This design comes from an exercise in tuning for small area on the open sky130 flow, not from production work.
The RTL was checked by simulation tests, not by an equivalence proof against the original design.
Power is estimated from default activity; no workload was simulated.

## exp/cedar
==> flow/design.v (excerpt) <==
module rename_top (
  input  logic clk,
  input  logic rst,
  input  logic in_valid,
  output logic in_ready,
  input  logic [rename_pkg::SLOTS-1:0] in_slot_en,
  input  logic [rename_pkg::SLOTS-1:0][31:0] in_insn,
  output logic ren_valid,
  input  logic ren_ready,
  output logic [rename_pkg::SLOTS-1:0] ren_slot_en,
  output logic [rename_pkg::SLOTS-1:0][rename_pkg::PREG_W-1:0] ren_pdst,
  output logic [rename_pkg::SLOTS-1:0][rename_pkg::PREG_W-1:0] ren_psrc1,
  output logic [rename_pkg::SLOTS-1:0][rename_pkg::PREG_W-1:0] ren_psrc2,
  output logic [rename_pkg::SLOTS-1:0] ren_src2_en,
  output logic [rename_pkg::SLOTS-1:0][rename_pkg::PREG_W-1:0] ren_pold,
  output logic [rename_pkg::SLOTS-1:0] ren_wr_en,
  input  logic commit_valid,
  input  logic commit_two,
  output logic commit_ready,
  output logic [rename_pkg::SLOTS-1:0] freed_en,
  output logic [rename_pkg::SLOTS-1:0][rename_pkg::PREG_W-1:0] freed_preg
);
For scale: ~2100 cells after synthesis, ~390 flip-flops, roughly 140 I/O pins.
==> flow/config.mk <==
export PLATFORM = sky130hd
export DESIGN_NAME = rename_top
export DESIGN_NICKNAME = rename_top
export VERILOG_FILES = /design/flow/design.v
export SDC_FILE = /design/flow/constraint.sdc
export NUM_CORES = 4
export LEC_CHECK = 0
export CAP_MARGIN = 20
export CORE_MARGIN = 2
export CORE_UTILIZATION = 60
export SLEW_MARGIN = 20
export SYNTH_HIERARCHICAL = 1
==> flow/constraint.sdc <==
create_clock -name core_clock -period 7.0 [get_ports {clk}]
set_input_delay 1.4000 -clock core_clock [delete_from_list [all_inputs] [get_ports {clk}]]
set_output_delay 1.4000 -clock core_clock [all_outputs]
set_load 0.01 [all_outputs]
standard.sh (not shown) runs the stock make flow with config.mk's settings and CLKGATE_MAP_FILE= SYNTH_SCRIPT=/design/flow/synth_recipe.tcl, a recipe that flattens the netlist after the stock synthesis.
==> flow/flow/run.sh <==
#!/bin/bash
set -euo pipefail
bash standard.sh \
  "BUFFER_PORTS_ARGS=-buffer_cell sky130_fd_sc_hd__buf_1" \
  "CTS_ARGS=-sink_clustering_enable -repair_clock_nets -dont_use_dummy_load -buf_list sky130_fd_sc_hd__clkbuf_8 -sink_clustering_size 16 -sink_clustering_max_diameter 60" \
  "RECOVER_POWER=100" \
  finish > flow_make.log 2>&1
exp/cedar ran in full, but the layout does not pass; the checks complain about max-capacitance violations, max-slew violations.
Input changes introduced in exp/nickel (baseline for comparison: exp/cedar):
Settings: SLEW_MARGIN: 20 -> 10; CAP_MARGIN: 20 -> 10.
==> flow/flow/run.sh <==
#!/bin/bash
set -euo pipefail
bash standard.sh \
  "BUFFER_PORTS_ARGS=-buffer_cell sky130_fd_sc_hd__buf_1" \
  "CTS_ARGS=-sink_clustering_enable -repair_clock_nets -dont_use_dummy_load -buf_list sky130_fd_sc_hd__clkbuf_4 -sink_clustering_size 10 -sink_clustering_max_diameter 50" \
  finish > flow_make.log 2>&1
- Every stage of the flow completed for exp/nickel, and the final layout passed the timing, design-rule and antenna checks.
- Lower count of non-CTS buffers in the layout among exp/cedar and exp/nickel: exp/nickel
- Power per standard cell area was lower in exp/nickel than in exp/cedar.
- Of the two values seen for highest metal layer used by the detailed router, met5 was produced by exp/nickel and met4 by exp/cedar.
- In the route summary, exp/nickel ends up with a via count exceeding that of exp/cedar.
- Final design instance area without fill: exp/nickel vs exp/cedar, no meaningful difference
[inputs] exp/maple vs exp/nickel
Settings: CAP_MARGIN changed from 10 to 20; SLEW_MARGIN changed from 10 to 20.
==> flow/run.sh (new file) <==
#!/bin/bash
# synth_recipe.tcl (not shown) runs the flow's synth.tcl, then flattens the netlist and writes it again
# the make line also repeats each setting of config.mk as NAME=value (left out here)
make -C /OpenROAD-flow-scripts/flow DESIGN_CONFIG=/design/flow/config.mk WORK_HOME=/design/flow/orfs CLKGATE_MAP_FILE= SYNTH_SCRIPT=/design/flow/synth_recipe.tcl finish
removed: flow/flow/run.sh
removed: flow/standard.sh
### Flow results
Non-clock buffer count ended up about 5.4% higher on exp/maple than on exp/nickel.
Taking exp/nickel as the reference, in exp/maple combinational power share dropped 4.4 points, last weighted congestion value of the routability-driven placer up 1.1%.
exp/maple ends up with a global-route met2 utilization that is 0.76 points higher than in exp/nickel.
Looking at worst hold slack, exp/maple sits below exp/nickel.
Compared with exp/nickel, exp/maple shows a higher wire length on met3.
Against exp/nickel, routed wire length in exp/maple rose slightly.
Diff exp/nickel -> exp/maple: share of the clock period used by the worst path went up; wire length per cell after detailed routing did not really move; clock-pin slew on the worst setup and hold paths went down.
The following lists how exp/zinc was set up differently from exp/maple:
Settings: an added PLACE_DENSITY of 0.75.
==> flow/flow/run.sh (new file) <==
#!/bin/bash
set -euo pipefail
bash standard.sh \
  "BUFFER_PORTS_ARGS=-buffer_cell sky130_fd_sc_hd__buf_1" \
  "CTS_ARGS=-sink_clustering_enable -repair_clock_nets -dont_use_dummy_load -buf_list sky130_fd_sc_hd__clkbuf_8 -sink_clustering_size 16 -sink_clustering_max_diameter 60" \
  finish > flow_make.log 2>&1
==> flow/standard.sh (new file) <==
#!/bin/bash
# synth_recipe.tcl (not shown) runs the flow's synth.tcl, then flattens the netlist and writes it again
# the make line also repeats each setting of config.mk as NAME=value (left out here)
make -C /OpenROAD-flow-scripts/flow DESIGN_CONFIG=/design/flow/config.mk WORK_HOME=/design/flow/orfs CLKGATE_MAP_FILE= SYNTH_SCRIPT=/design/flow/synth_recipe.tcl "${@:-finish}"
removed: flow/run.sh
### Flow results
- Summary: pre-CTS setup slack, exp/zinc better than exp/maple
- [exp/zinc] peak clock frequency supported by timing rose 0.024 GHz relative to exp/maple
- The netlist area before placement of exp/maple and that of exp/zinc are within noise of each other.
- Taking exp/maple as the reference point, the area fraction of clock buffers and clock inverters of exp/zinc falls by 3.2 points.
- Number of nets in the layout down about 1% in exp/zinc wrt exp/maple
- Going from exp/maple to exp/zinc, the wire length of the first global-routing pass was found to have gone down by 2.5%.
- In the tables for exp/zinc and exp/maple, non-clock buffer total of the final layout reads lower with exp/zinc.

## afterwards: timing with drivers on the ports
How much do the figures lean on ideal ports? The routed layouts below were timed once more, with nothing changed but the port constraints.
Step 1, drivers: a clkbuf_16 drives clk and a buf_2 each remaining input, both assumed.
Step 2 times the ports against the registers' clock, not the clock port: input delays grow and output delays shrink by t, the midpoint of the rising clock arrivals with the driver on.
Three values: no drivers, after step 1, after step 2; two values: the first two.
run	t, ns	setup slack, ns	worst register clock-pin slew, ns	worst data-port slew with drivers (ns)	cell pins on the clock port's net
exp/cedar	0.690	0.714 / 0.659 / 1.349	0.10 / 0.10	0.05	1
exp/nickel	0.898	0.777 / 0.724 / 1.622	0.12 / 0.12	0.06	1
exp/maple	0.644	0.385 / 0.323 / 0.967	0.07 / 0.07	0.06	1
exp/zinc	0.679	1.304 / 1.252 / 1.931	0.11 / 0.11	0.06	1
